This is an optimization exercise on Yosys and OpenROAD, whose aim is small area, a short achievable clock period and few clock cycles per item, not a production implementation. Only simulation tests tie the RTL to the original design; equivalence was not proved.

==> design/flow/config.mk <==
export PLATFORM = sky130hd
export DESIGN_NAME = iir_df1_biquad_axis
export DESIGN_NICKNAME = iir_df1_biquad_axis
export VERILOG_FILES = /design/flow/design.v
export SDC_FILE = /design/flow/constraint.sdc
export NUM_CORES = 4
export LEC_CHECK = 0
export ABC_AREA = 1
export CAP_MARGIN = 20
export CORE_MARGIN = 2
export CORE_UTILIZATION = 40
export SETUP_SLACK_MARGIN = 3.5
export SLEW_MARGIN = 20
export SYNTH_HIERARCHICAL = 1
export SYNTH_MINIMUM_KEEP_SIZE = 0
==> design/flow/constraint.sdc <==
create_clock -name core_clock -period 7.0 [get_ports {clk}]
set_input_delay 1.4000 -clock core_clock [delete_from_list [all_inputs] [get_ports {clk}]]
set_output_delay 1.4000 -clock core_clock [all_outputs]
set_load 0.01 [all_outputs]
==> design/flow/design.v <==
package iir_df1_biquad_axis_pkg;
    localparam int unsigned acc_guard_bits = 3;
endpackage
module iir_fa (
    input  logic a,
    input  logic b,
    input  logic c,
    output logic s,
    output logic co
);
    assign s  = a ^ b ^ c;
    assign co = (a & b) | (a & c) | (b & c);
endmodule
module iir_ha (
    input  logic a,
    input  logic b,
    output logic s,
    output logic co
);
    assign s  = a ^ b;
    assign co = a & b;
endmodule
module iir_df1_biquad_axis
#(
    parameter int unsigned coeff_width  = 16,
    parameter int unsigned inout_width  = 16,
    parameter int unsigned scale_factor = 14,
    parameter int          a1_int_coeff = -31880,
    parameter int          a2_int_coeff = 15531,
    parameter int          bo_int_coeff = 167,
    parameter int          b1_int_coeff = -302,
    parameter int          b2_int_coeff = 167
) (
    input  logic                          clk,
    input  logic                          rst,
    input  logic                          s_axis_tvalid,
    input  logic signed [inout_width-1:0] s_axis_tdata,
    output logic                          m_axis_tready,
    output logic signed [inout_width-1:0] m_axis_tdata,
    output logic                          m_axis_tvalid
);
    logic        v1_q, v2_q, v3_q;        
    logic [15:0] hx1_q, hx2_q;            
    logic [15:0] y1_q;                    
    logic [15:0] yb_q;                    
    logic signed [17:0] r, t_d, t_q;
    logic [31:0]  ga_d, ga_q;
    logic [31:7] gb_d, gb_q;
    logic         gc_d, gc_q;
    logic [31:14] acc;
    logic         hi_ok;
    logic [15:0]  y_sat;
    assign r   = 18'(signed'(hx2_q)) - 18'(signed'(hx1_q)) * 18'sd2;
    assign t_d = 18'(signed'(s_axis_tdata)) + r;
    logic gt1, gt2, gt3, gt4, gt5, gt6, gt7, gt8, gt9, gt10, gt11, gt12;
    logic gt13, gt14, gt15, gt16, gt17, gt18, gt19, gt20, gt21, gt22, gt23, gt24;
    logic gt25, gt26, gt27, gt28, gt29, gt30, gt31, gt32, gt33, gt34, gt35, gt36;
    logic gt37, gt38, gt39, gt40, gt41, gt42, gt43, gt44, gt45, gt46, gt47, gt48;
    logic gt49, gt50, gt51, gt52, gt53, gt54, gt55, gt56, gt57, gt58, gt59, gt60;
    logic gt61, gt62, gt63, gt64, gt65, gt66, gt67, gt68, gt69, gt70, gt71, gt72;
    logic gt73, gt74, gt75, gt76, gt77, gt78, gt79, gt80, gt81, gt82, gt83, gt84;
    logic gt85, gt86, gt87, gt88, gt89, gt90, gt91, gt92, gt93, gt94, gt95, gt96;
    logic gt97, gt98, gt99, gt100, gt101, gt102, gt103, gt104, gt105, gt106, gt107, gt108;
    logic gt109, gt110, gt111, gt112, gt113, gt114, gt115, gt116, gt117, gt118, gt119, gt120;
    logic gt121, gt122, gt123, gt124, gt125, gt126, gt127, gt128, gt129, gt130, gt131, gt132;
    logic gt133, gt134, gt135, gt136, gt137, gt138, gt139, gt140, gt141, gt142, gt143, gt144;
    logic gt145, gt146, gt147, gt148, gt149, gt150, gt151, gt152, gt153, gt154, gt155, gt156;
    logic gt157, gt158, gt159, gt160, gt161, gt162, gt163, gt164, gt165, gt166, gt167, gt168;
    logic gt169, gt170, gt171, gt172, gt173, gt174, gt175, gt176, gt177, gt178, gt179, gt180;
    logic gt181, gt182, gt183, gt184, gt185, gt186, gt187, gt188, gt189, gt190, gt191, gt192;
    logic gt193, gt194, gt195, gt196, gt197, gt198, gt199, gt200, gt201, gt202, gt203, gt204;
    logic gt205, gt206, gt207, gt208, gt209, gt210, gt211, gt212, gt213, gt214, gt215, gt216;
    logic gt217, gt218, gt219, gt220, gt221, gt222, gt223, gt224, gt225, gt226, gt227, gt228;
    logic gt229, gt230, gt231, gt232, gt233, gt234, gt235, gt236, gt237, gt238, gt239, gt240;
    logic gt241, gt242, gt243, gt244, gt245, gt246, gt247, gt248, gt249, gt250, gt251, gt252;
    logic gt253, gt254, gt255, gt256, gt257, gt258, gt259, gt260, gt261, gt262, gt263, gt264;
    logic gt265, gt266, gt267, gt268, gt269, gt270, gt271, gt272, gt273, gt274, gt275, gt276;
    logic gt277, gt278, gt279, gt280, gt281, gt282, gt283, gt284, gt285, gt286, gt287, gt288;
    logic gt289, gt290, gt291, gt292, gt293, gt294, gt295, gt296, gt297, gt298, gt299, gt300;
    logic gt301, gt302, gt303, gt304, gt305, gt306, gt307, gt308, gt309, gt310, gt311, gt312;
    logic gt313, gt314, gt315, gt316, gt317, gt318, gt319, gt320, gt321, gt322, gt323, gt324;
    logic gt325, gt326, gt327, gt328, gt329, gt330, gt331, gt332, gt333, gt334, gt335, gt336;
    logic gt337, gt338, gt339, gt340, gt341, gt342, gt343, gt344, gt345, gt346, gt347, gt348;
    logic gt349, gt350, gt351, gt352, gt353, gt354, gt355, gt356, gt357, gt358, gt359, gt360;
    logic gt361, gt362, gt363, gt364, gt365, gt366, gt367, gt368, gt369, gt370, gt371, gt372;
    logic gt373, gt374, gt375, gt376, gt377, gt378, gt379, gt380, gt381, gt382, gt383, gt384;
    logic gt385, gt386, gt387, gt388, gt389, gt390, gt391, gt392, gt393, gt394, gt395, gt396;
    logic gt397, gt398, gt399, gt400, gt401, gt402, gt403, gt404;
    iir_ha u_gt1 (.a(t_q[8]), .b(yb_q[0]), .s(gt1), .co(gt2));
    iir_fa u_gt3 (.a(t_q[6]), .b(t_q[4]), .c(t_q[2]), .s(gt3), .co(gt4));
    iir_ha u_gt5 (.a(t_q[10]), .b(yb_q[2]), .s(gt5), .co(gt6));
    iir_fa u_gt7 (.a(t_q[7]), .b(t_q[5]), .c(t_q[3]), .s(gt7), .co(gt8));
    iir_fa u_gt9 (.a(t_q[8]), .b(t_q[6]), .c(t_q[4]), .s(gt9), .co(gt10));
    iir_fa u_gt11 (.a(hx2_q[6]), .b(yb_q[11]), .c(yb_q[9]), .s(gt11), .co(gt12));
    iir_fa u_gt13 (.a(t_q[9]), .b(t_q[7]), .c(t_q[5]), .s(gt13), .co(gt14));
    iir_fa u_gt15 (.a(hx2_q[7]), .b(yb_q[12]), .c(yb_q[10]), .s(gt15), .co(gt16));
    iir_fa u_gt17 (.a(t_q[10]), .b(t_q[8]), .c(t_q[6]), .s(gt17), .co(gt18));
    iir_fa u_gt19 (.a(hx2_q[8]), .b(yb_q[13]), .c(yb_q[11]), .s(gt19), .co(gt20));
    iir_ha u_gt21 (.a(t_q[14]), .b(yb_q[6]), .s(gt21), .co(gt22));
    iir_fa u_gt23 (.a(t_q[11]), .b(t_q[9]), .c(t_q[7]), .s(gt23), .co(gt24));
    iir_fa u_gt25 (.a(hx2_q[9]), .b(yb_q[14]), .c(yb_q[12]), .s(gt25), .co(gt26));
    iir_ha u_gt27 (.a(t_q[15]), .b(yb_q[15]), .s(gt27), .co(gt28));
    iir_fa u_gt29 (.a(t_q[12]), .b(t_q[10]), .c(t_q[8]), .s(gt29), .co(gt30));
    iir_fa u_gt31 (.a(hx2_q[10]), .b(yb_q[13]), .c(yb_q[11]), .s(gt31), .co(gt32));
    iir_ha u_gt33 (.a(yb_q[9]), .b(yb_q[5]), .s(gt33), .co(gt34));
    iir_ha u_gt35 (.a(t_q[16]), .b(yb_q[8]), .s(gt35), .co(gt36));
    iir_fa u_gt37 (.a(t_q[13]), .b(t_q[11]), .c(t_q[9]), .s(gt37), .co(gt38));
    iir_fa u_gt39 (.a(hx2_q[11]), .b(yb_q[14]), .c(yb_q[12]), .s(gt39), .co(gt40));
    iir_ha u_gt41 (.a(yb_q[10]), .b(yb_q[6]), .s(gt41), .co(gt42));
    iir_ha u_gt43 (.a(t_q[17]), .b(t_q[14]), .s(gt43), .co(gt44));
    assign gt45 = gt43 | gt44;
    iir_fa u_gt46 (.a(t_q[12]), .b(t_q[10]), .c(hx2_q[12]), .s(gt46), .co(gt47));
    iir_fa u_gt48 (.a(yb_q[15]), .b(yb_q[9]), .c(yb_q[3]), .s(gt48), .co(gt49));
    iir_ha u_gt50 (.a(yb_q[13]), .b(yb_q[11]), .s(gt50), .co(gt51));
    iir_ha u_gt52 (.a(t_q[15]), .b(t_q[13]), .s(gt52), .co(gt53));
    assign gt54 = gt52 | gt53;
    iir_fa u_gt55 (.a(t_q[11]), .b(hx2_q[13]), .c(yb_q[14]), .s(gt55), .co(gt56));
    iir_ha u_gt57 (.a(yb_q[12]), .b(yb_q[8]), .s(gt57), .co(gt58));
    iir_ha u_gt59 (.a(t_q[16]), .b(t_q[14]), .s(gt59), .co(gt60));
    assign gt61 = gt59 | gt60;
    iir_fa u_gt62 (.a(t_q[12]), .b(hx2_q[14]), .c(yb_q[13]), .s(gt62), .co(gt63));
    iir_ha u_gt64 (.a(t_q[17]), .b(hx2_q[15]), .s(gt64), .co(gt65));
    assign gt66 = ~(t_q[17] | hx2_q[15]);
    iir_ha u_gt67 (.a(t_q[2]), .b(t_q[0]), .s(gt67), .co(gt68));
    iir_fa u_gt69 (.a(t_q[3]), .b(t_q[1]), .c(hx2_q[1]), .s(gt69), .co(gt70));
    iir_ha u_gt71 (.a(yb_q[6]), .b(yb_q[4]), .s(gt71), .co(gt72));
    iir_fa u_gt73 (.a(t_q[4]), .b(t_q[2]), .c(t_q[0]), .s(gt73), .co(gt74));
    iir_fa u_gt75 (.a(hx2_q[2]), .b(yb_q[7]), .c(yb_q[5]), .s(gt75), .co(gt76));
    iir_ha u_gt77 (.a(yb_q[3]), .b(yb_q[1]), .s(gt77), .co(gt78));
    iir_fa u_gt79 (.a(t_q[5]), .b(t_q[3]), .c(t_q[1]), .s(gt79), .co(gt80));
    iir_fa u_gt81 (.a(hx2_q[3]), .b(yb_q[8]), .c(yb_q[6]), .s(gt81), .co(gt82));
    assign gt83 = ~gt1;
    iir_fa u_gt84 (.a(yb_q[4]), .b(yb_q[2]), .c(gt83), .s(gt84), .co(gt85));
    iir_fa u_gt86 (.a(hx2_q[4]), .b(yb_q[9]), .c(yb_q[7]), .s(gt86), .co(gt87));
    assign gt88 = ~t_q[9];
    iir_fa u_gt89 (.a(gt88), .b(yb_q[5]), .c(yb_q[3]), .s(gt89), .co(gt90));
    assign gt91 = ~gt3;
    iir_fa u_gt92 (.a(yb_q[1]), .b(gt2), .c(gt91), .s(gt92), .co(gt93));
    iir_fa u_gt94 (.a(hx2_q[5]), .b(yb_q[10]), .c(yb_q[8]), .s(gt94), .co(gt95));
    iir_fa u_gt96 (.a(yb_q[6]), .b(yb_q[4]), .c(yb_q[0]), .s(gt96), .co(gt97));
    assign gt98 = ~gt5;
    iir_fa u_gt99 (.a(gt4), .b(gt98), .c(gt7), .s(gt99), .co(gt100));
    iir_fa u_gt101 (.a(yb_q[7]), .b(yb_q[5]), .c(yb_q[1]), .s(gt101), .co(gt102));
    iir_fa u_gt103 (.a(t_q[11]), .b(yb_q[3]), .c(gt6), .s(gt103), .co(gt104));
    iir_fa u_gt105 (.a(gt8), .b(gt9), .c(gt11), .s(gt105), .co(gt106));
    iir_fa u_gt107 (.a(yb_q[8]), .b(yb_q[6]), .c(yb_q[2]), .s(gt107), .co(gt108));
    iir_fa u_gt109 (.a(gt10), .b(gt12), .c(gt13), .s(gt109), .co(gt110));
    assign gt111 = ~gt15;
    iir_fa u_gt112 (.a(t_q[12]), .b(yb_q[4]), .c(gt111), .s(gt112), .co(gt113));
    iir_fa u_gt114 (.a(yb_q[9]), .b(yb_q[7]), .c(yb_q[3]), .s(gt114), .co(gt115));
    iir_fa u_gt116 (.a(gt14), .b(gt16), .c(gt17), .s(gt116), .co(gt117));
    assign gt118 = ~gt19;
    iir_fa u_gt119 (.a(t_q[13]), .b(yb_q[5]), .c(gt118), .s(gt119), .co(gt120));
    iir_fa u_gt121 (.a(yb_q[10]), .b(yb_q[8]), .c(yb_q[4]), .s(gt121), .co(gt122));
    iir_fa u_gt123 (.a(gt18), .b(gt20), .c(gt23), .s(gt123), .co(gt124));
    assign gt125 = ~gt25;
    iir_fa u_gt126 (.a(yb_q[0]), .b(gt21), .c(gt125), .s(gt126), .co(gt127));
    assign gt128 = ~gt33;
    iir_fa u_gt129 (.a(yb_q[7]), .b(yb_q[1]), .c(gt128), .s(gt129), .co(gt130));
    iir_fa u_gt131 (.a(gt24), .b(gt26), .c(gt29), .s(gt131), .co(gt132));
    assign gt133 = ~gt31;
    iir_fa u_gt134 (.a(gt22), .b(gt27), .c(gt133), .s(gt134), .co(gt135));
    assign gt136 = ~yb_q[2];
    iir_fa u_gt137 (.a(gt136), .b(gt34), .c(gt41), .s(gt137), .co(gt138));
    iir_fa u_gt139 (.a(gt30), .b(gt32), .c(gt37), .s(gt139), .co(gt140));
    assign gt141 = ~gt39;
    iir_fa u_gt142 (.a(gt28), .b(gt35), .c(gt141), .s(gt142), .co(gt143));
    iir_fa u_gt144 (.a(yb_q[7]), .b(gt42), .c(gt50), .s(gt144), .co(gt145));
    iir_fa u_gt146 (.a(gt36), .b(gt43), .c(gt48), .s(gt146), .co(gt147));
    iir_fa u_gt148 (.a(gt38), .b(gt40), .c(gt46), .s(gt148), .co(gt149));
    assign gt150 = ~gt51;
    iir_fa u_gt151 (.a(yb_q[10]), .b(yb_q[4]), .c(gt150), .s(gt151), .co(gt152));
    iir_fa u_gt153 (.a(gt57), .b(gt45), .c(gt47), .s(gt153), .co(gt154));
    assign gt155 = ~gt55;
    iir_fa u_gt156 (.a(gt49), .b(gt52), .c(gt155), .s(gt156), .co(gt157));
    iir_fa u_gt158 (.a(yb_q[15]), .b(yb_q[11]), .c(yb_q[5]), .s(gt158), .co(gt159));
    iir_fa u_gt160 (.a(yb_q[9]), .b(gt58), .c(gt54), .s(gt160), .co(gt161));
    assign gt162 = ~gt59;
    iir_fa u_gt163 (.a(gt56), .b(gt162), .c(gt62), .s(gt163), .co(gt164));
    iir_fa u_gt165 (.a(t_q[15]), .b(t_q[13]), .c(yb_q[14]), .s(gt165), .co(gt166));
    assign gt167 = ~yb_q[10];
    iir_fa u_gt168 (.a(yb_q[12]), .b(gt167), .c(yb_q[6]), .s(gt168), .co(gt169));
    iir_fa u_gt170 (.a(gt64), .b(gt61), .c(gt63), .s(gt170), .co(gt171));
    iir_ha u_gt172 (.a(t_q[16]), .b(t_q[14]), .s(gt172), .co(gt173));
    assign gt174 = gt172 | gt173;
    iir_fa u_gt175 (.a(yb_q[15]), .b(yb_q[13]), .c(yb_q[7]), .s(gt175), .co(gt176));
    iir_ha u_gt177 (.a(yb_q[11]), .b(gt66), .s(gt177), .co(gt178));
    iir_fa u_gt179 (.a(t_q[17]), .b(yb_q[14]), .c(yb_q[8]), .s(gt179), .co(gt180));
    iir_ha u_gt181 (.a(t_q[1]), .b(yb_q[4]), .s(gt181), .co(gt182));
    iir_fa u_gt183 (.a(hx2_q[0]), .b(yb_q[5]), .c(yb_q[3]), .s(gt183), .co(gt184));
    iir_ha u_gt185 (.a(t_q[5]), .b(yb_q[1]), .s(gt185), .co(gt186));
    assign gt187 = ~t_q[5] & yb_q[1];
    assign gt188 = ~t_q[6];
    iir_fa u_gt189 (.a(gt188), .b(yb_q[2]), .c(yb_q[0]), .s(gt189), .co(gt190));
    iir_fa u_gt191 (.a(gt68), .b(gt71), .c(gt69), .s(gt191), .co(gt192));
    assign gt193 = ~t_q[7];
    iir_fa u_gt194 (.a(gt193), .b(gt72), .c(gt77), .s(gt194), .co(gt195));
    iir_fa u_gt196 (.a(gt70), .b(gt73), .c(gt75), .s(gt196), .co(gt197));
    iir_fa u_gt198 (.a(gt78), .b(gt74), .c(gt76), .s(gt198), .co(gt199));
    iir_fa u_gt200 (.a(gt79), .b(gt81), .c(gt84), .s(gt200), .co(gt201));
    iir_fa u_gt202 (.a(gt80), .b(gt82), .c(gt86), .s(gt202), .co(gt203));
    assign gt204 = ~gt92;
    iir_fa u_gt205 (.a(gt89), .b(gt85), .c(gt204), .s(gt205), .co(gt206));
    iir_fa u_gt207 (.a(gt87), .b(gt90), .c(gt94), .s(gt207), .co(gt208));
    assign gt209 = ~gt93;
    iir_fa u_gt210 (.a(gt96), .b(gt209), .c(gt99), .s(gt210), .co(gt211));
    iir_fa u_gt212 (.a(gt95), .b(gt97), .c(gt101), .s(gt212), .co(gt213));
    assign gt214 = ~gt103;
    iir_fa u_gt215 (.a(gt100), .b(gt214), .c(gt105), .s(gt215), .co(gt216));
    iir_fa u_gt217 (.a(gt102), .b(gt107), .c(gt106), .s(gt217), .co(gt218));
    assign gt219 = ~gt109;
    iir_fa u_gt220 (.a(gt104), .b(gt219), .c(gt112), .s(gt220), .co(gt221));
    iir_fa u_gt222 (.a(gt108), .b(gt114), .c(gt110), .s(gt222), .co(gt223));
    assign gt224 = ~gt116;
    iir_fa u_gt225 (.a(gt113), .b(gt224), .c(gt119), .s(gt225), .co(gt226));
    iir_fa u_gt227 (.a(gt115), .b(gt121), .c(gt117), .s(gt227), .co(gt228));
    assign gt229 = ~gt123;
    iir_fa u_gt230 (.a(gt120), .b(gt229), .c(gt126), .s(gt230), .co(gt231));
    iir_fa u_gt232 (.a(gt122), .b(gt124), .c(gt131), .s(gt232), .co(gt233));
    iir_fa u_gt234 (.a(gt129), .b(gt127), .c(gt134), .s(gt234), .co(gt235));
    iir_fa u_gt236 (.a(gt130), .b(gt135), .c(gt142), .s(gt236), .co(gt237));
    iir_fa u_gt238 (.a(gt137), .b(gt132), .c(gt139), .s(gt238), .co(gt239));
    iir_fa u_gt240 (.a(gt138), .b(gt144), .c(gt140), .s(gt240), .co(gt241));
    assign gt242 = ~gt148;
    iir_fa u_gt243 (.a(gt143), .b(gt146), .c(gt242), .s(gt243), .co(gt244));
    iir_fa u_gt245 (.a(gt145), .b(gt149), .c(gt153), .s(gt245), .co(gt246));
    iir_fa u_gt247 (.a(gt151), .b(gt147), .c(gt156), .s(gt247), .co(gt248));
    iir_fa u_gt249 (.a(gt158), .b(gt152), .c(gt157), .s(gt249), .co(gt250));
    iir_fa u_gt251 (.a(gt154), .b(gt160), .c(gt163), .s(gt251), .co(gt252));
    assign gt253 = ~gt165;
    iir_fa u_gt254 (.a(gt159), .b(gt253), .c(gt168), .s(gt254), .co(gt255));
    iir_fa u_gt256 (.a(gt161), .b(gt164), .c(gt170), .s(gt256), .co(gt257));
    iir_fa u_gt258 (.a(gt169), .b(gt172), .c(gt175), .s(gt258), .co(gt259));
    iir_fa u_gt260 (.a(gt166), .b(gt177), .c(gt171), .s(gt260), .co(gt261));
    iir_fa u_gt262 (.a(t_q[15]), .b(yb_q[12]), .c(gt174), .s(gt262), .co(gt263));
    assign gt264 = ~gt178;
    iir_fa u_gt265 (.a(gt176), .b(gt179), .c(gt264), .s(gt265), .co(gt266));
    iir_ha u_gt267 (.a(t_q[16]), .b(yb_q[15]), .s(gt267), .co(gt268));
    assign gt269 = gt267 | gt268;
    assign gt270 = ~yb_q[13];
    iir_fa u_gt271 (.a(gt270), .b(yb_q[9]), .c(gt180), .s(gt271), .co(gt272));
    iir_ha u_gt273 (.a(t_q[17]), .b(yb_q[10]), .s(gt273), .co(gt274));
    iir_ha u_gt275 (.a(t_q[0]), .b(yb_q[3]), .s(gt275), .co(gt276));
    assign gt277 = ~t_q[4];
    iir_fa u_gt278 (.a(gt277), .b(yb_q[2]), .c(yb_q[0]), .s(gt278), .co(gt279));
    assign gt280 = ~gt185;
    iir_fa u_gt281 (.a(gt182), .b(gt280), .c(gt67), .s(gt281), .co(gt282));
    iir_fa u_gt283 (.a(gt187), .b(gt184), .c(gt189), .s(gt283), .co(gt284));
    iir_fa u_gt285 (.a(gt190), .b(gt194), .c(gt192), .s(gt285), .co(gt286));
    iir_fa u_gt287 (.a(gt195), .b(gt197), .c(gt198), .s(gt287), .co(gt288));
    iir_fa u_gt289 (.a(gt199), .b(gt202), .c(gt201), .s(gt289), .co(gt290));
    iir_fa u_gt291 (.a(gt203), .b(gt207), .c(gt206), .s(gt291), .co(gt292));
    iir_fa u_gt293 (.a(gt208), .b(gt212), .c(gt211), .s(gt293), .co(gt294));
    iir_fa u_gt295 (.a(gt213), .b(gt216), .c(gt217), .s(gt295), .co(gt296));
    assign gt297 = ~gt221;
    iir_fa u_gt298 (.a(gt218), .b(gt297), .c(gt222), .s(gt298), .co(gt299));
    assign gt300 = ~gt226;
    iir_fa u_gt301 (.a(gt223), .b(gt300), .c(gt227), .s(gt301), .co(gt302));
    assign gt303 = ~gt231;
    iir_fa u_gt304 (.a(gt228), .b(gt303), .c(gt232), .s(gt304), .co(gt305));
    assign gt306 = ~gt233;
    iir_fa u_gt307 (.a(gt306), .b(gt235), .c(gt236), .s(gt307), .co(gt308));
    assign gt309 = ~gt237;
    iir_fa u_gt310 (.a(gt309), .b(gt239), .c(gt240), .s(gt310), .co(gt311));
    assign gt312 = ~gt244;
    iir_fa u_gt313 (.a(gt241), .b(gt312), .c(gt245), .s(gt313), .co(gt314));
    assign gt315 = ~gt246;
    iir_fa u_gt316 (.a(gt315), .b(gt248), .c(gt249), .s(gt316), .co(gt317));
    assign gt318 = ~gt252;
    iir_fa u_gt319 (.a(gt254), .b(gt250), .c(gt318), .s(gt319), .co(gt320));
    assign gt321 = ~gt257;
    iir_fa u_gt322 (.a(gt255), .b(gt258), .c(gt321), .s(gt322), .co(gt323));
    assign gt324 = ~gt262;
    iir_fa u_gt325 (.a(gt259), .b(gt324), .c(gt265), .s(gt325), .co(gt326));
    iir_fa u_gt327 (.a(gt267), .b(gt271), .c(gt266), .s(gt327), .co(gt328));
    assign gt329 = ~gt273;
    iir_fa u_gt330 (.a(yb_q[14]), .b(gt269), .c(gt329), .s(gt330), .co(gt331));
    iir_ha u_gt332 (.a(yb_q[15]), .b(yb_q[11]), .s(gt332), .co(gt333));
    assign gt334 = ~(yb_q[15] | yb_q[11]);
    iir_ha u_gt335 (.a(t_q[1]), .b(yb_q[1]), .s(gt335), .co(gt336));
    assign gt337 = ~t_q[1] & yb_q[1];
    assign gt338 = ~t_q[2];
    iir_fa u_gt339 (.a(gt338), .b(yb_q[2]), .c(yb_q[0]), .s(gt339), .co(gt340));
    assign gt341 = ~t_q[3];
    iir_fa u_gt342 (.a(gt341), .b(yb_q[1]), .c(gt275), .s(gt342), .co(gt343));
    iir_fa u_gt344 (.a(gt276), .b(gt181), .c(gt278), .s(gt344), .co(gt345));
    iir_fa u_gt346 (.a(gt279), .b(gt183), .c(gt281), .s(gt346), .co(gt347));
    iir_fa u_gt348 (.a(gt282), .b(gt283), .c(gt191), .s(gt348), .co(gt349));
    iir_fa u_gt350 (.a(gt284), .b(gt196), .c(gt285), .s(gt350), .co(gt351));
    iir_fa u_gt352 (.a(gt286), .b(gt287), .c(gt200), .s(gt352), .co(gt353));
    iir_fa u_gt354 (.a(gt288), .b(gt205), .c(gt289), .s(gt354), .co(gt355));
    iir_fa u_gt356 (.a(gt210), .b(gt290), .c(gt291), .s(gt356), .co(gt357));
    iir_fa u_gt358 (.a(gt215), .b(gt292), .c(gt293), .s(gt358), .co(gt359));
    assign gt360 = ~gt220;
    iir_fa u_gt361 (.a(gt360), .b(gt294), .c(gt295), .s(gt361), .co(gt362));
    assign gt363 = ~gt225;
    iir_fa u_gt364 (.a(gt363), .b(gt296), .c(gt298), .s(gt364), .co(gt365));
    assign gt366 = ~gt230;
    iir_fa u_gt367 (.a(gt366), .b(gt299), .c(gt301), .s(gt367), .co(gt368));
    assign gt369 = ~gt234;
    iir_fa u_gt370 (.a(gt369), .b(gt302), .c(gt304), .s(gt370), .co(gt371));
    assign gt372 = ~gt307;
    iir_fa u_gt373 (.a(gt238), .b(gt305), .c(gt372), .s(gt373), .co(gt374));
    assign gt375 = ~gt310;
    iir_fa u_gt376 (.a(gt243), .b(gt308), .c(gt375), .s(gt376), .co(gt377));
    assign gt378 = ~gt247;
    iir_fa u_gt379 (.a(gt378), .b(gt311), .c(gt313), .s(gt379), .co(gt380));
    assign gt381 = ~gt316;
    iir_fa u_gt382 (.a(gt251), .b(gt314), .c(gt381), .s(gt382), .co(gt383));
    assign gt384 = ~gt256;
    iir_fa u_gt385 (.a(gt384), .b(gt317), .c(gt319), .s(gt385), .co(gt386));
    assign gt387 = ~gt260;
    iir_fa u_gt388 (.a(gt387), .b(gt320), .c(gt322), .s(gt388), .co(gt389));
    assign gt390 = ~gt261;
    iir_fa u_gt391 (.a(gt390), .b(gt325), .c(gt323), .s(gt391), .co(gt392));
    assign gt393 = ~gt263;
    iir_fa u_gt394 (.a(gt393), .b(gt326), .c(gt327), .s(gt394), .co(gt395));
    assign gt396 = ~gt330;
    iir_fa u_gt397 (.a(gt396), .b(gt272), .c(gt328), .s(gt397), .co(gt398));
    assign gt399 = ~gt274;
    iir_fa u_gt400 (.a(gt332), .b(gt399), .c(gt331), .s(gt400), .co(gt401));
    iir_ha u_gt402 (.a(yb_q[12]), .b(gt334), .s(gt402), .co(gt403));
    assign gt404 = ~yb_q[12] & gt334;
    logic [7:0] g_lo;
    assign g_lo = {1'b0, gt347, gt345, gt343, gt340, gt337, ~t_q[0], t_q[0]} + {1'b0, gt348, gt346, gt344, gt342, gt339, ~gt335, yb_q[0]};
    assign ga_d = {1'b1, 1'b0, ~yb_q[14], ~yb_q[13], gt404, gt401, ~gt398, ~gt395, ~gt392, ~gt389, ~gt386, gt383, gt380, ~gt377, gt374, gt371, gt368, gt365, gt362, gt359, gt357, gt355, gt353, gt351, gt349, g_lo[6:0]};
    assign gb_d = {1'b0, 1'b0, yb_q[15], yb_q[14], yb_q[13], ~gt402, gt400, ~gt397, ~gt394, ~gt391, ~gt388, ~gt385, gt382, gt379, ~gt376, gt373, gt370, gt367, gt364, gt361, gt358, gt356, gt354, gt352, gt350};
    assign gc_d = g_lo[7];
    logic lt1, lt2, lt3, lt4, lt5, lt6, lt7, lt8, lt9, lt10, lt11, lt12;
    logic lt13, lt14, lt15, lt16, lt17, lt18, lt19, lt20, lt21, lt22, lt23, lt24;
    logic lt25, lt26, lt27, lt28, lt29, lt30, lt31, lt32, lt33, lt34, lt35, lt36;
    logic lt37, lt38, lt39, lt40, lt41, lt42, lt43, lt44, lt45, lt46, lt47, lt48;
    logic lt49, lt50, lt51, lt52, lt53, lt54, lt55, lt56, lt57, lt58, lt59, lt60;
    logic lt61, lt62, lt63, lt64, lt65, lt66, lt67, lt68, lt69, lt70, lt71, lt72;
    logic lt73, lt74, lt75, lt76, lt77, lt78, lt79, lt80, lt81, lt82, lt83, lt84;
    logic lt85, lt86, lt87, lt88, lt89, lt90, lt91, lt92, lt93, lt94, lt95, lt96;
    logic lt97, lt98, lt99, lt100, lt101, lt102, lt103, lt104, lt105, lt106, lt107, lt108;
    logic lt109, lt110, lt111, lt112, lt113, lt114, lt115, lt116, lt117, lt118, lt119, lt120;
    logic lt121, lt122, lt123, lt124, lt125, lt126, lt127, lt128, lt129, lt130, lt131, lt132;
    logic lt133, lt134, lt135, lt136, lt137, lt138, lt139, lt140, lt141, lt142, lt143, lt144;
    logic lt145, lt146, lt147, lt148, lt149, lt150, lt151, lt152, lt153, lt154, lt155, lt156;
    logic lt157, lt158, lt159, lt160, lt161, lt162, lt163, lt164, lt165, lt166, lt167, lt168;
    iir_ha u_lt1 (.a(ga_q[7]), .b(gb_q[7]), .s(lt1), .co(lt2));
    iir_ha u_lt3 (.a(ga_q[8]), .b(gb_q[8]), .s(lt3), .co(lt4));
    iir_ha u_lt5 (.a(ga_q[9]), .b(gb_q[9]), .s(lt5), .co(lt6));
    iir_fa u_lt7 (.a(ga_q[10]), .b(gb_q[10]), .c(y1_q[7]), .s(lt7), .co(lt8));
    iir_fa u_lt9 (.a(ga_q[11]), .b(gb_q[11]), .c(y1_q[8]), .s(lt9), .co(lt10));
    iir_fa u_lt11 (.a(ga_q[12]), .b(gb_q[12]), .c(y1_q[9]), .s(lt11), .co(lt12));
    iir_fa u_lt13 (.a(ga_q[13]), .b(gb_q[13]), .c(y1_q[10]), .s(lt13), .co(lt14));
    iir_fa u_lt15 (.a(ga_q[14]), .b(gb_q[14]), .c(y1_q[11]), .s(lt15), .co(lt16));
    iir_fa u_lt17 (.a(ga_q[15]), .b(gb_q[15]), .c(y1_q[12]), .s(lt17), .co(lt18));
    iir_ha u_lt19 (.a(y1_q[8]), .b(y1_q[0]), .s(lt19), .co(lt20));
    iir_fa u_lt21 (.a(ga_q[16]), .b(gb_q[16]), .c(y1_q[13]), .s(lt21), .co(lt22));
    assign lt23 = ~y1_q[6];
    iir_fa u_lt24 (.a(y1_q[9]), .b(lt23), .c(y1_q[1]), .s(lt24), .co(lt25));
    iir_fa u_lt26 (.a(ga_q[17]), .b(gb_q[17]), .c(y1_q[14]), .s(lt26), .co(lt27));
    assign lt28 = ~y1_q[7];
    iir_fa u_lt29 (.a(y1_q[10]), .b(lt28), .c(y1_q[2]), .s(lt29), .co(lt30));
    iir_fa u_lt31 (.a(ga_q[18]), .b(gb_q[18]), .c(y1_q[11]), .s(lt31), .co(lt32));
    assign lt33 = ~y1_q[3];
    iir_fa u_lt34 (.a(y1_q[15]), .b(y1_q[8]), .c(lt33), .s(lt34), .co(lt35));
    iir_fa u_lt36 (.a(ga_q[19]), .b(gb_q[19]), .c(y1_q[12]), .s(lt36), .co(lt37));
    iir_ha u_lt38 (.a(y1_q[9]), .b(y1_q[4]), .s(lt38), .co(lt39));
    assign lt40 = ~y1_q[9] & y1_q[4];
    iir_fa u_lt41 (.a(ga_q[20]), .b(gb_q[20]), .c(y1_q[13]), .s(lt41), .co(lt42));
    iir_ha u_lt43 (.a(y1_q[10]), .b(y1_q[5]), .s(lt43), .co(lt44));
    assign lt45 = ~y1_q[10] & y1_q[5];
    iir_fa u_lt46 (.a(ga_q[21]), .b(gb_q[21]), .c(y1_q[14]), .s(lt46), .co(lt47));
    iir_ha u_lt48 (.a(y1_q[11]), .b(y1_q[6]), .s(lt48), .co(lt49));
    assign lt50 = ~y1_q[11] & y1_q[6];
    iir_fa u_lt51 (.a(ga_q[22]), .b(gb_q[22]), .c(y1_q[7]), .s(lt51), .co(lt52));
    iir_ha u_lt53 (.a(y1_q[15]), .b(y1_q[12]), .s(lt53), .co(lt54));
    assign lt55 = ~(y1_q[15] | y1_q[12]);
    iir_fa u_lt56 (.a(ga_q[23]), .b(gb_q[23]), .c(y1_q[8]), .s(lt56), .co(lt57));
    iir_ha u_lt58 (.a(ga_q[24]), .b(gb_q[24]), .s(lt58), .co(lt59));
    iir_ha u_lt60 (.a(ga_q[25]), .b(gb_q[25]), .s(lt60), .co(lt61));
    iir_ha u_lt62 (.a(gc_q), .b(y1_q[4]), .s(lt62), .co(lt63));
    iir_fa u_lt64 (.a(y1_q[5]), .b(y1_q[1]), .c(lt2), .s(lt64), .co(lt65));
    iir_fa u_lt66 (.a(y1_q[6]), .b(y1_q[2]), .c(lt4), .s(lt66), .co(lt67));
    assign lt68 = ~y1_q[0];
    iir_fa u_lt69 (.a(y1_q[3]), .b(lt68), .c(lt6), .s(lt69), .co(lt70));
    iir_fa u_lt71 (.a(y1_q[4]), .b(lt8), .c(lt9), .s(lt71), .co(lt72));
    iir_fa u_lt73 (.a(y1_q[5]), .b(lt10), .c(lt11), .s(lt73), .co(lt74));
    iir_fa u_lt75 (.a(y1_q[6]), .b(lt12), .c(lt13), .s(lt75), .co(lt76));
    iir_fa u_lt77 (.a(y1_q[7]), .b(lt14), .c(lt15), .s(lt77), .co(lt78));
    iir_fa u_lt79 (.a(lt19), .b(lt16), .c(lt17), .s(lt79), .co(lt80));
    iir_fa u_lt81 (.a(lt20), .b(lt18), .c(lt21), .s(lt81), .co(lt82));
    iir_fa u_lt83 (.a(lt22), .b(lt25), .c(lt26), .s(lt83), .co(lt84));
    iir_fa u_lt85 (.a(lt27), .b(lt30), .c(lt31), .s(lt85), .co(lt86));
    assign lt87 = ~lt32;
    iir_fa u_lt88 (.a(lt38), .b(lt87), .c(lt35), .s(lt88), .co(lt89));
    iir_fa u_lt90 (.a(lt40), .b(lt37), .c(lt41), .s(lt90), .co(lt91));
    iir_fa u_lt92 (.a(lt45), .b(lt42), .c(lt46), .s(lt92), .co(lt93));
    iir_fa u_lt94 (.a(lt50), .b(lt53), .c(lt47), .s(lt94), .co(lt95));
    iir_fa u_lt96 (.a(lt55), .b(lt52), .c(lt56), .s(lt96), .co(lt97));
    assign lt98 = ~y1_q[14];
    iir_fa u_lt99 (.a(lt98), .b(y1_q[9]), .c(lt58), .s(lt99), .co(lt100));
    iir_fa u_lt101 (.a(y1_q[15]), .b(y1_q[10]), .c(lt59), .s(lt101), .co(lt102));
    iir_fa u_lt103 (.a(ga_q[26]), .b(gb_q[26]), .c(y1_q[11]), .s(lt103), .co(lt104));
    iir_ha u_lt105 (.a(ga_q[27]), .b(gb_q[27]), .s(lt105), .co(lt106));
    iir_ha u_lt107 (.a(ga_q[28]), .b(gb_q[28]), .s(lt107), .co(lt108));
    iir_ha u_lt109 (.a(ga_q[29]), .b(gb_q[29]), .s(lt109), .co(lt110));
    iir_ha u_lt111 (.a(y1_q[0]), .b(lt62), .s(lt111), .co(lt112));
    iir_fa u_lt113 (.a(lt63), .b(lt3), .c(lt64), .s(lt113), .co(lt114));
    iir_fa u_lt115 (.a(lt5), .b(lt65), .c(lt66), .s(lt115), .co(lt116));
    iir_fa u_lt117 (.a(lt7), .b(lt67), .c(lt69), .s(lt117), .co(lt118));
    assign lt119 = ~y1_q[1];
    iir_fa u_lt120 (.a(lt119), .b(lt70), .c(lt71), .s(lt120), .co(lt121));
    assign lt122 = ~y1_q[2];
    iir_fa u_lt123 (.a(lt122), .b(lt72), .c(lt73), .s(lt123), .co(lt124));
    iir_fa u_lt125 (.a(lt33), .b(lt74), .c(lt75), .s(lt125), .co(lt126));
    assign lt127 = ~y1_q[4];
    iir_fa u_lt128 (.a(lt127), .b(lt76), .c(lt77), .s(lt128), .co(lt129));
    assign lt130 = ~y1_q[5];
    iir_fa u_lt131 (.a(lt130), .b(lt78), .c(lt79), .s(lt131), .co(lt132));
    iir_fa u_lt133 (.a(lt24), .b(lt80), .c(lt81), .s(lt133), .co(lt134));
    iir_fa u_lt135 (.a(lt29), .b(lt82), .c(lt83), .s(lt135), .co(lt136));
    assign lt137 = ~lt34;
    iir_fa u_lt138 (.a(lt137), .b(lt84), .c(lt85), .s(lt138), .co(lt139));
    assign lt140 = ~lt88;
    iir_fa u_lt141 (.a(lt36), .b(lt86), .c(lt140), .s(lt141), .co(lt142));
    assign lt143 = ~lt90;
    iir_fa u_lt144 (.a(lt43), .b(lt89), .c(lt143), .s(lt144), .co(lt145));
    assign lt146 = ~lt48;
    iir_fa u_lt147 (.a(lt146), .b(lt91), .c(lt92), .s(lt147), .co(lt148));
    iir_fa u_lt149 (.a(lt51), .b(lt93), .c(lt94), .s(lt149), .co(lt150));
    assign lt151 = ~y1_q[13];
    iir_fa u_lt152 (.a(lt151), .b(lt95), .c(lt96), .s(lt152), .co(lt153));
    iir_fa u_lt154 (.a(lt57), .b(lt99), .c(lt97), .s(lt154), .co(lt155));
    iir_fa u_lt156 (.a(lt60), .b(lt100), .c(lt101), .s(lt156), .co(lt157));
    iir_fa u_lt158 (.a(lt61), .b(lt103), .c(lt102), .s(lt158), .co(lt159));
    iir_fa u_lt160 (.a(y1_q[12]), .b(lt105), .c(lt104), .s(lt160), .co(lt161));
    iir_fa u_lt162 (.a(y1_q[13]), .b(lt106), .c(lt107), .s(lt162), .co(lt163));
    iir_fa u_lt164 (.a(y1_q[14]), .b(lt108), .c(lt109), .s(lt164), .co(lt165));
    iir_ha u_lt166 (.a(y1_q[15]), .b(lt110), .s(lt166), .co(lt167));
    assign lt168 = ~y1_q[15] & lt110;
    logic [31:0] l_sum;
    assign l_sum = {lt168, lt165, lt163, lt161, lt159, lt157, lt155, lt153, lt150, lt148, ~lt145, lt142, lt139, lt136, lt134, lt132, lt129, lt126, lt124, lt121, lt118, lt116, lt114, lt112, lt111, ga_q[6], ga_q[5], ga_q[4], ga_q[3], ga_q[2], ga_q[1], ga_q[0]} + {1'b1, ~lt166, lt164, lt162, lt160, lt158, lt156, lt154, lt152, lt149, lt147, ~lt144, lt141, lt138, lt135, lt133, lt131, lt128, lt125, lt123, lt120, lt117, lt115, lt113, lt1, y1_q[3], y1_q[2], y1_q[1], y1_q[0], 1'b0, 1'b0, 1'b0};
    assign acc = l_sum[31:14];
    assign hi_ok = (acc[31:29] == 3'b000) || (acc[31:29] == 3'b111);
    assign y_sat = hi_ok ? acc[29:14] : {acc[31], {15{~acc[31]}}};
    always_ff @(posedge clk) begin
        t_q  <= t_d;
        ga_q <= ga_d;
        gb_q <= gb_d;
        gc_q <= gc_d;
        if (rst) begin
            v1_q  <= 1'b0;
            v2_q  <= 1'b0;
            v3_q  <= 1'b0;
            hx1_q <= '0;
            hx2_q <= '0;
            y1_q  <= '0;
            yb_q  <= '0;
        end else begin
            v1_q <= s_axis_tvalid;
            v2_q <= v1_q;
            v3_q <= v2_q;
            if (s_axis_tvalid) begin
                hx1_q <= s_axis_tdata;
                hx2_q <= hx1_q;
            end
            if (v2_q) begin
                y1_q <= y_sat;
            end
            if (v1_q && v2_q) begin
                yb_q <= y_sat;
            end else if (v1_q || v2_q) begin
                yb_q <= y1_q;
            end
        end
    end
    assign m_axis_tready = 1'b1;
    assign m_axis_tdata  = y1_q;
    assign m_axis_tvalid = v3_q;
endmodule
==> design/flow/run.sh <==
#!/bin/bash
# synth_recipe.tcl (not shown) runs the flow's synth.tcl, then flattens the netlist and writes it again
# the make line also repeats each setting of config.mk as NAME=value (left out here)
make -C /OpenROAD-flow-scripts/flow DESIGN_CONFIG=/design/flow/config.mk WORK_HOME=/design/flow/orfs CLKGATE_MAP_FILE= SYNTH_SCRIPT=/design/flow/synth_recipe.tcl finish
==> results.tsv, run 1 <==
metric	value	unit
first_iter_violations	403	
wl_per_cell	16.6	um
synth_adder_area_share	0.454	
fmax	272	MHz
r2r_start	y1_q[14]$_SDFFE_PP0P_	
placed_area	12900	um2
clock_sinks	136	
synth_top_family_by_area	adder cells	
crit_top_cell	nand2_4	
place_hpwl	23.0	mm
stdcell_count	1802	
slew_viol_final	0	
htree_levels	4	
yosysUniqueCellTypes	36	
numCtsBuffers	17	
slowest_stage	fa_2	
drt-pass1-iter-count	5	
setup_violations	0	
cp.arrival	4030	ps
io_pins	37	
grt_pass1_vias	9339	
synth.area.mux_share	0	
tightest_slew	1210	ps
path_cells	fa_1 > fa_2 > fa_1 > ha_4 > nand2_4 > inv_1 > a21oi_4 > nand2_1 > inv_2 > nor2_4 > nor2_4 > nand2_2 > nand2_4 > nand2_8 > clkinv_8 > nand2_8 > nand2_4 > nand2_1 > a21oi_2	
vias_per_cell	4.86	
grt_pass1_wl	48.4	mm
synth_edf_count	0	
cts-root-buf	clkbuf_16	
grt_use_total	0.199	
clock_path_buffers	2	
die_w	178	um
final_cell_area	15000	um2
core_area	29700	um2
synth_compound_area_frac	0.0834	
required	7350	ps
port_buffers	35	
dp.cells	1724	
grtUsageMet3	0.0296	
insertedDiodeCount	0	
crit_type	register to register	
gp_congestion	0.910	
grt_max_degree	45	
async_flop_share	0	
start_util	0.408	
hold_class	register to register	
holdBufCountCts	0	
ys_seq_elements	136	
syn_inst	1319	
drc_errors	0	
endpoint_kind	register	
rsz0062_at_grt	true	
dr_total_vias	8765	
max-cap-violations	0	
hp-start	hx2_q[12]$_SDFFE_PP0P_	
busiest_layer	met2	
synth_top_area_cell	fa_1	
grt.met1_usage	0.260	
cp-endpoint	yb_q[10]$_SDFFE_PP0P_	
min_period	3680	ps
met2_usage	0.335	
num_rows	63	
cp_max_fo	8	
syn2layout_area_growth	23.8	%
clock-skew-final	13.6	ps
yosys.area_share.simple	0.122	
ys.flop_type	dfxtp_1	
antenna_found_initial	0	
synth_warnings	7	
die_h	178	um
setup-tns-final	0	ps
grt.overflow.total	0	
clk_latency	420	ps
cts_tree	built	
die_area	31700	um2
synthXorXnorAreaFrac	0.0210	
nNetsFinal	1727	
drive_above_1_share	0.209	
cp-start-kind	register	
r2r_cells	19	
finalCritPeriodShare	0.526	
ant_nets	0	
hold_viol_final	0	
crit_path_start	y1_q[14]$_SDFFE_PP0P_	
syn-cell-area	12100	um2
maxSlewHeadroom	0.194	
slowest_delay	550	ps
r2r_end	yb_q[10]$_SDFFE_PP0P_	
clk_pin_slew	70	ps
yosysTopAreaCellShare	0.359	
yosysSeqAreaShare	0.225	
fillers	2645	
synth.area.top_cells	fa_1 (36%), dfxtp_1 (22%), ha_1 (9.5%)	
syn_area_per_cell	9.18	um2
synthesis.nets	1647	
status	no timing/DRC/antenna violations	
rrSetupSlack	3320	ps
wirelength	30.0	mm
## routing by layer
layer / share of wire / up-vias
met3: 0.040 / 51
met2: 0.48 / 187
met5: 0 / -
li1: - / 4220
met4: 0.029 / 0
met1: 0.45 / 4307
## Yosys cell counts, drive strengths merged (2+ instances only)
library cell,number
or2,5
a21oi,99
xnor2,6
nor2,68
ha,92
dfxtp,136
inv,275
o21ai,71
xor2,23
nand3,43
a21boi,2
nand4,5
o22ai,5
clkbuf,19
nand2,224
o21bai,6
buf,4
nor3,6
a21o,6
fa,217
## cells in the final DEF (no fill, tap or decap), drive strengths merged, types with 2 or more instances in the layout
master,Yosys,layout
clkdlybuf4s50,0,31
nand2,224,226
clkinvlp,0,4
ha,92,92
inv,275,279
xnor2,6,6
bufinv,0,4
a21oi,99,99
o21bai,6,6
clkbuf,19,18
o21ai,71,71
o22ai,5,5
xor2,23,23
nor2,68,68
dlymetal6s2s,0,4
nand3,43,43
fa,217,217
dfxtp,136,136
clkinv,1,4
nor3,6,6
a21o,6,6
buf,4,46
or2,5,5
nand4,5,5
a21boi,2,2
## layout make-up
class / count / area [um2] / share of cell area
multi-input combinational: 886 / 9290 / 0.620
inverter: 276 / 1050 / 0.0702
sequential: 136 / 2770 / 0.185
timing repair buffer: 81 / 729 / 0.0487
clock buffer: 18 / 439 / 0.0293
clock inverter: 14 / 211 / 0.0141
tap: 390 / 488 / 0.0326
timing repair inverter: 1 / 7.51 / 0.000501
## logic make-up after synthesis
family          after synthesis
compound gates              192
other cells                   1
xor+xnor                     29
flops                       136
fa+ha+maj                   309
buf+inv                     299
simple gates                353
## per-stage QoR
step,setup slack [ps],utilization,hold slack [ps]
6_report,3320,0.504,528
5_1_grt,3180,0.504,560
4_1_cts,3340,0.488,533
3_5_place_dp,2870,0.435,524
3_3_place_gp,2910,0.435,512
2_1_floorplan,3500,-,472
## Yosys stat by module, one instance, submodules excluded
module	cells inside	area [um2]	times used
iir_fa	1	20.0	201
iir_df1_biquad_axis	1076	7560	1
iir_ha	1	12.5	42
## how the worst min path moves through the flow
stage	to	slack, ps	cells after the start
5_1_grt	hx2_q[0]$_SDFFE_PP0P_	560	2
2_1_floorplan	gb_q[20]$_DFF_P_	470	0
3_3_place_gp	hx2_q[12]$_SDFFE_PP0P_	510	2
6_report	hx2_q[12]$_SDFFE_PP0P_	530	2
3_5_place_dp	hx2_q[12]$_SDFFE_PP0P_	520	2
4_1_cts	hx2_q[12]$_SDFFE_PP0P_	530	2
## registers in the layout (all words and copies together), names as in the netlist
| signal | flops |
|---|---|
| v3_q | 1 |
| ga_q | 27 |
| yb_q | 16 |
| hx2_q | 16 |
| gb_q | 23 |
| v2_q | 1 |
| t_q | 18 |
| hx1_q | 16 |
| v1_q | 1 |
| gc_q | 1 |
| y1_q | 16 |
## repair_timing
action                     in CTS  in global routing
gates cloned                    2                  1
gates resized for setup       160                 95
setup endpoints to repair      37                 53
pin swaps                      30                 45
setup buffers                  32                 11
## critical path, delay by kind of cell, from the launching register on
family                     cells  cell delay [ps]
AOI/OAI and AO/OA              2              320
adders and majority gates      4             1710
buffers and inverters          3              240
DFF                            1              400
and+or+nand+nor               10              910
Testbench counts, summed over its fixed seeds: cycles 24,024, items 24,000.
==> inputs of run 2 (changes only) <==
--- a/design/flow/config.mk
+++ b/design/flow/config.mk
@@ -11,3 +11,3 @@
 export CORE_UTILIZATION = 40
-export SETUP_SLACK_MARGIN = 3.5
+export SETUP_SLACK_MARGIN = 3.2
 export SLEW_MARGIN = 20
==> run 2 against run 1 <==
  * Routed wire length fell by 3.8%
  * Register-to-register slack got worse by 97 ps
  * Cell area fell by 5.4%
  * Sequential share of layout area rose by 1.0 points
  * First-iteration DRC count rose by 14%
  * Core utilization fell by 2.7 points
  * Hold slack got worse by 5.5 ps
==> results.tsv, run 2 <==
metric	value	unit	change
grt_use_total	0.193		-0.00511
crit_type	register to register		
finalCritPeriodShare	0.540		+0.0139
status	no timing/DRC/antenna violations		
grt_pass1_vias	8970		-4.0%
die_h	178	um	unchanged
multi_input_comb_area	8680	um2	-6.5%
slew_viol_final	0		unchanged
synth_top_area_cell	fa_1		
placed_area	12900	um2	-0.44%
yosysTopAreaCellShare	0.359		unchanged
final_common_cell	inv_1		
min_period	3780	ps	+97.1 ps
synth_common_cells	inv_1 (273), fa_1 (217), nand2_1 (208), dfxtp_1 (136), a21oi_1 (99)		
insertedDiodeCount	0		unchanged
hold_class	register to register		
clk_pin_slew	70	ps	about the same
reg_top3	ga_q (27), gb_q (23), t_q (18)		
endpoint_kind	register		
cp-start-kind	register		
largest_reg_flops	27		unchanged
clock_path_buffers	2		unchanged
crit_top_cell	nand2_4		
max-cap-violations	0		unchanged
vias_per_cell	4.81		-1.1%
crit_family	adder cells		
synth.most_common_cell	inv_1		
grt_max_degree	45		unchanged
synth_warnings	7		unchanged
setup_violations	0		unchanged
required	7280	ps	-70 ps
most-common-layout-cells	inv_1 (266), fa_1 (216), nand2_1 (181), dfxtp_1 (121), a21oi_1 (82)		
yosysUniqueCellTypes	36		unchanged
fillers	2794		+5.6%
core_area	29700	um2	unchanged
port_buffers	35		unchanged
path_buf_inv	4		+1
fmax	265	MHz	-2.6%
synth.area.top_cells	fa_1 (36%), dfxtp_1 (22%), ha_1 (9.5%)		
holdBufCountCts	0		unchanged
dr_total_vias	8570		-2.2%
drc_errors	0		unchanged
synthesis.nets	1647		unchanged
final_cell_area	14200	um2	-5.4%
syn_inst	1319		unchanged
antenna_found_initial	0		unchanged
die_area	31700	um2	unchanged
largest_register	ga_q		
rrSetupSlack	3220	ps	-100 ps
cp.arrival	4060	ps	+30 ps
ys_seq_elements	136		unchanged
ys.flop_type	dfxtp_1		
slowest_stage	fa_1		
clk_latency	430	ps	about the same
syn2layout_area_growth	17.0	%	
cts_tree	built		
hold_viol_final	0		unchanged
gp_congestion	0.896		-1.5%
numCtsBuffers	17		unchanged
cp_max_fo	5		-3
async_flop_share	0		unchanged
rsz0062_at_grt	true		
clock-skew-final	14.8	ps	+1.16 ps
path_cells	fa_1 > fa_1 > fa_1 > ha_4 > nand2_4 > inv_2 > nand2_2 > nand2_2 > nand2_1 > nand2_1 > inv_2 > nor2_2 > nor2_1 > nand3_1 > nand2_4 > inv_2 > nand2_4 > clkbuf_16 > nand2_4 > nand2_1 > a21oi_2		
io_pins	37		unchanged
num_rows	63		unchanged
wl_per_cell	16.2	um	-2.7%
setup-tns-final	0	ps	unchanged
post-place-ws	2720	ps	-149 ps
tightest_slew	1190	ps	-12.9 ps
cts-root-buf	clkbuf_16		
yosysSeqAreaShare	0.225		unchanged
synth_edf_count	0		unchanged
grt_pass1_wl	47.0	mm	-3.0%
seq_area	2760	um2	-0.32%
start_util	0.408		unchanged
wirelength	28.8	mm	-3.8%
maxSlewHeadroom	0.201		+0.00742
ant_nets	0		unchanged
syn_area_per_cell	9.18	um2	unchanged
first_iter_violations	459		+14%
worst_slack	3220	ps	-97.1 ps
drt-pass1-iter-count	5		unchanged
place_hpwl	23.0	mm	+0.35%
clock_sinks	136		unchanged
syn-cell-area	12100	um2	unchanged
grt.overflow.total	0		unchanged
nNetsFinal	1706		-1.2%
final_core_util	0.477		-0.0275
drive_above_1_share	0.131		-0.0781
die_w	178	um	unchanged
htree_levels	4		unchanged
slowest_delay	610	ps	+60 ps
==> run 2: changes by cell type in the layout (fill, tap and decap cells not counted), moves of 11 or more <==
cell     previous run  this run
buf_4              42        24
ha_1               64        80
ha_4               28        11
inv_1             255       266
nand2_1           151       181
nand2_2            41        25
nand2_4            29        17
==> run 2: logic make-up after synthesis <==
group,after synthesis,share of synthesized area
AOI/OAI and AO/OA,192,0.0834
xor gates and xnor gates,29,0.0210
adders and majority gates,309,0.454
buffers and inverters,299,0.0943
DFF,136,0.225
other,1,0.000310
and+or+nand+nor,353,0.122
==> run 2: metal layers <==
metal	global-route usage	share of wire	up-vias
met5	0	0	-
met4	0.0540	0.014	0
met2	0.322	0.48	172
met3	0.0288	0.035	34
met1	0.264	0.47	4190
li1	-	-	4174
==> run 2: final cells by class <==
| cell class | instances | area share |
|---|---|---|
| Clock inverter | 14 | 0.0114 |
| Inverter | 276 | 0.0734 |
| Sequential cell | 136 | 0.195 |
| Multi-Input combinational cell | 884 | 0.613 |
| Timing Repair inverter | 1 | 0.000530 |
| Tap cell | 390 | 0.0344 |
| Clock buffer | 18 | 0.0310 |
| Timing Repair Buffer | 62 | 0.0417 |
==> run 2: tightest hold or removal path, stage by stage, from the launching register on <==
cell	delay (ps)
dfxtp_1	330
inv_1	80
a21oi_1	60
==> run 2: modules after synthesis, one instance, submodules excluded <==
module / cells inside / flops+latches / cell area (um2) / copies in the design
iir_fa: 1 / 0 / 20.0 / 201
iir_df1_biquad_axis: 1076 / 136 / 7560 / 1
iir_ha: 1 / 0 / 12.5 / 42
==> run 2: path summary, 6_finish.rpt <==
path                                from                      to  cells past startpoint
hold / removal    hx2_q[12]$_SDFFE_PP0P_  hx2_q[12]$_SDFFE_PP0P_                      2
setup / recovery   y1_q[11]$_SDFFE_PP0P_   yb_q[10]$_SDFFE_PP0P_                     21
hold reg to reg   hx2_q[12]$_SDFFE_PP0P_  hx2_q[12]$_SDFFE_PP0P_                      2
setup reg to reg   y1_q[11]$_SDFFE_PP0P_   yb_q[10]$_SDFFE_PP0P_                     21
==> run 2: through the flow <==
stage	cells	hold WS, ps
floorplan	1319	472
global route	1781	551
detailed placement	1723	522
CTS	1763	532
finish	1781	522
global placement	1723	512
==> run 2: what timing repair did <==
action	4_1_cts	5_1_grt
endpoints found under the setup margin	33	37
resized for setup	41	100
pin swaps	4	26
buffers inserted	8	16
cloned	0	2
hold endpoints to repair	0	0
==> inputs of run 3 (changes only) <==
--- a/design/flow/config.mk
+++ b/design/flow/config.mk
@@ -11,3 +11,3 @@
 export CORE_UTILIZATION = 40
-export SETUP_SLACK_MARGIN = 3.2
+export SETUP_SLACK_MARGIN = 3.0
 export SLEW_MARGIN = 20
==> run 3 against run 2 <==
  * Sequential share of layout area is 0.33 points higher
  * Routed wire length is 1.4% lower
  * Final cell count shrank 0.56%
  * Non-clock buffer count is 9 lower
  * Sequential cell count did not move
  * Hold slack barely moved
  * Core utilization fell by 0.81 points
  * Largest cell class unchanged
==> results.tsv, run 3 <==
metric	value	unit	change
status	no timing/DRC/antenna violations		
crit_path_start	y1_q[11]$_SDFFE_PP0P_		
max-cap-violations	0		unchanged
synth.area.top_cells	fa_1 (36%), dfxtp_1 (22%), ha_1 (9.5%)		
final_core_util	0.469		-0.00808
core_area	29700	um2	unchanged
ant_nets	0		unchanged
maxSlewHeadroom	0.331		+0.130
port_buffers	35		unchanged
die_area	31700	um2	unchanged
clk_latency	430	ps	about the same
async_flop_share	0		unchanged
post-place-ws	2720	ps	unchanged
wirelength	28.4	mm	-1.4%
syn_inst	1319		unchanged
synthXorXnorAreaFrac	0.0210		unchanged
synthesis.nets	1647		unchanged
grt.overflow.total	0		unchanged
worst_slack	3110	ps	-110 ps
clock_sinks	136		unchanged
grt_max_degree	45		unchanged
yosysUniqueCellTypes	36		unchanged
synth_top_family_by_area	adder cells		
grt_pass1_vias	8879		-1.0%
drive_above_1_share	0.102		-0.0287
fmax	257	MHz	-2.8%
synth_warnings	7		unchanged
clock_path_buffers	2		unchanged
wl_per_cell	16.0	um	-0.88%
drt-pass1-iter-count	5		unchanged
die_w	178	um	unchanged
ys_seq_elements	136		unchanged
cp-start-kind	register		
synth_adder_area_share	0.454		unchanged
vias_per_cell	4.78		-0.56%
tightest_slew	1000	ps	-194 ps
grt_pass1_wl	46.5	mm	-0.94%
synth_compound_area_frac	0.0834		unchanged
endpoint_kind	register		
syn-cell-area	12100	um2	unchanged
synth_top_area_cell	fa_1		
synth_edf_count	0		unchanged
drc_errors	0		unchanged
finalCritPeriodShare	0.556		+0.0157
setup-tns-final	0	ps	unchanged
r2r_start	y1_q[11]$_SDFFE_PP0P_		
cp.arrival	4230	ps	+170 ps
syn2layout_area_growth	15.1	%	
cp_max_fo	6		+1
slew_viol_final	0		unchanged
cts_tree	built		
required	7350	ps	+70 ps
hold_class	register to register		
numCtsBuffers	17		unchanged
synth.most_common_cell	inv_1		
setup_violations	0		unchanged
crit_type	register to register		
htree_levels	4		unchanged
syn_area_per_cell	9.18	um2	unchanged
nNetsFinal	1696		-0.59%
yosysTopAreaCellShare	0.359		unchanged
clk_pin_slew	70	ps	about the same
start_util	0.408		unchanged
synth_common_cells	inv_1 (273), fa_1 (217), nand2_1 (208), dfxtp_1 (136), a21oi_1 (99)		
insertedDiodeCount	0		unchanged
ys.flop_type	dfxtp_1		
most-common-layout-cells	inv_1 (270), fa_1 (214), nand2_1 (192), dfxtp_1 (122), a21oi_1 (88)		
min_period	3890	ps	+110 ps
grt_use_total	0.192		-0.00198
dr_total_vias	8474		-1.1%
largest_reg_flops	27		unchanged
final_common_cell	inv_1		
die_h	178	um	unchanged
antenna_found_initial	0		unchanged
reg_top3	ga_q (27), gb_q (23), t_q (18)		
place_hpwl	23.0	mm	unchanged
hold_viol_final	0		unchanged
cts-root-buf	clkbuf_16		
first_iter_violations	486		+5.9%
yosys.area_share.simple	0.122		unchanged
yosysSeqAreaShare	0.225		unchanged
hp-start	hx2_q[12]$_SDFFE_PP0P_		
gp_congestion	0.896		unchanged
clock-skew-final	17.2	ps	+2.41 ps
io_pins	37		unchanged
num_rows	63		unchanged
largest_register	ga_q		
rsz0062_at_grt	true		
synth.area.mux_share	0		unchanged
==> run 3: through the flow <==
step	cells	hold slack, ps	cell area (um2)
global placement	1723	512	12900
detailed placement	1723	522	12900
floorplan	1319	472	12100
CTS	1757	532	13500
global route	1771	551	13900
finish	1771	522	13900
==> run 3: worst paths after layout <==
path	cells after the start	to	slack [ps]
hold / removal	2	hx2_q[12]$_SDFFE_PP0P_	520
hold reg to reg	2	hx2_q[12]$_SDFFE_PP0P_	520
setup / recovery	21	yb_q[10]$_SDFFE_PP0P_	3110
setup reg to reg	21	yb_q[10]$_SDFFE_PP0P_	3110
==> run 3: timing repair <==
item                       in CTS  in global routing
buffers inserted                2                 13
hold endpoints to repair        0                  0
setup endpoints to repair      30                 31
cloned                          0                  1
pin swaps                       1                 22
resized for setup              13                 87
hold buffers                    0                  0
==> run 3: layout make-up <==
cell class	instances	area, um2
Timing Repair Buffer	53	531
Sequential cell	136	2760
Multi-Input combinational cell	884	8520
Fill cell	2822	15800
Clock buffer	18	439
Tap cell	390	488
Clock inverter	14	161
Inverter	276	1040
==> run 3: per-module statistics from Yosys, one instance, submodules excluded <==
module	cells inside	times used	flops+latches	area, um2
iir_fa	1	201	0	20.0
iir_df1_biquad_axis	1076	1	136	7560
iir_ha	1	42	0	12.5
==> run 3: metal layers <==
metal  track usage  wire length (um)  vias to the layer above
li1              -                 -                     4146
met1         0.261             13500                     4129
met2         0.320             13600                      170
met3        0.0288               945                       29
met4        0.0492               402                        0
met5             0                 0                        -
==> run 3: cells by family after synthesis <==
kind of cell             Yosys count
flip-flops                       136
other                              1
AO/OA/AOI/OAI                    192
AND/OR/NAND/NOR                  353
adder cells (fa/ha/maj)          309
buffers and inverters            299
XOR/XNOR                          29
==> run 3: critical path: stages (launching register included) <==
cell,delay [ps]
dfxtp_4,380
buf_6,130
fa_1,490
fa_2,450
fa_1,590
ha_4,240
nand2_4,100
inv_1,50
nand2_1,50
nand3_1,100
a21oi_1,170
nand2_2,110
nand2_2,110
nand2_2,50
nand2_2,80
nand2_4,90
inv_2,70
nand2_4,80
clkbuf_16,180
nand2_4,70
nand2_2,50
a21oi_2,160

## afterwards: timing with drivers on the ports
How much do the figures lean on ideal ports? The routed layouts below were timed once more, with nothing changed but the port constraints.
Step 1, drivers: a clkbuf_16 drives clk and a buf_2 each remaining input, both assumed.
Step 2 moves the port delays by t, midway between the first and last clock arrival at a register: inputs arrive t later, outputs are due t later. That takes back most of the time a late clock gives input paths.
Three values: no drivers, after step 1, after step 2; two values: the first two.
run | shift t [ns] | setup slack, ns | worst data-port slew with drivers (ns) | cell pins on the clock port's net
run 1 | 0.462 | 3.318 / 3.318 / 3.126 | 0.03 | 1
run 2 | 0.466 | 3.221 / 3.221 / 2.927 | 0.03 | 1
run 3 | 0.468 | 3.111 / 3.111 / 2.843 | 0.03 | 1
After both steps every run listed still meets setup and hold. The setup slack of run 2, which loses most, moves by 0.000 ns with the drivers and by -0.294 ns with both steps.
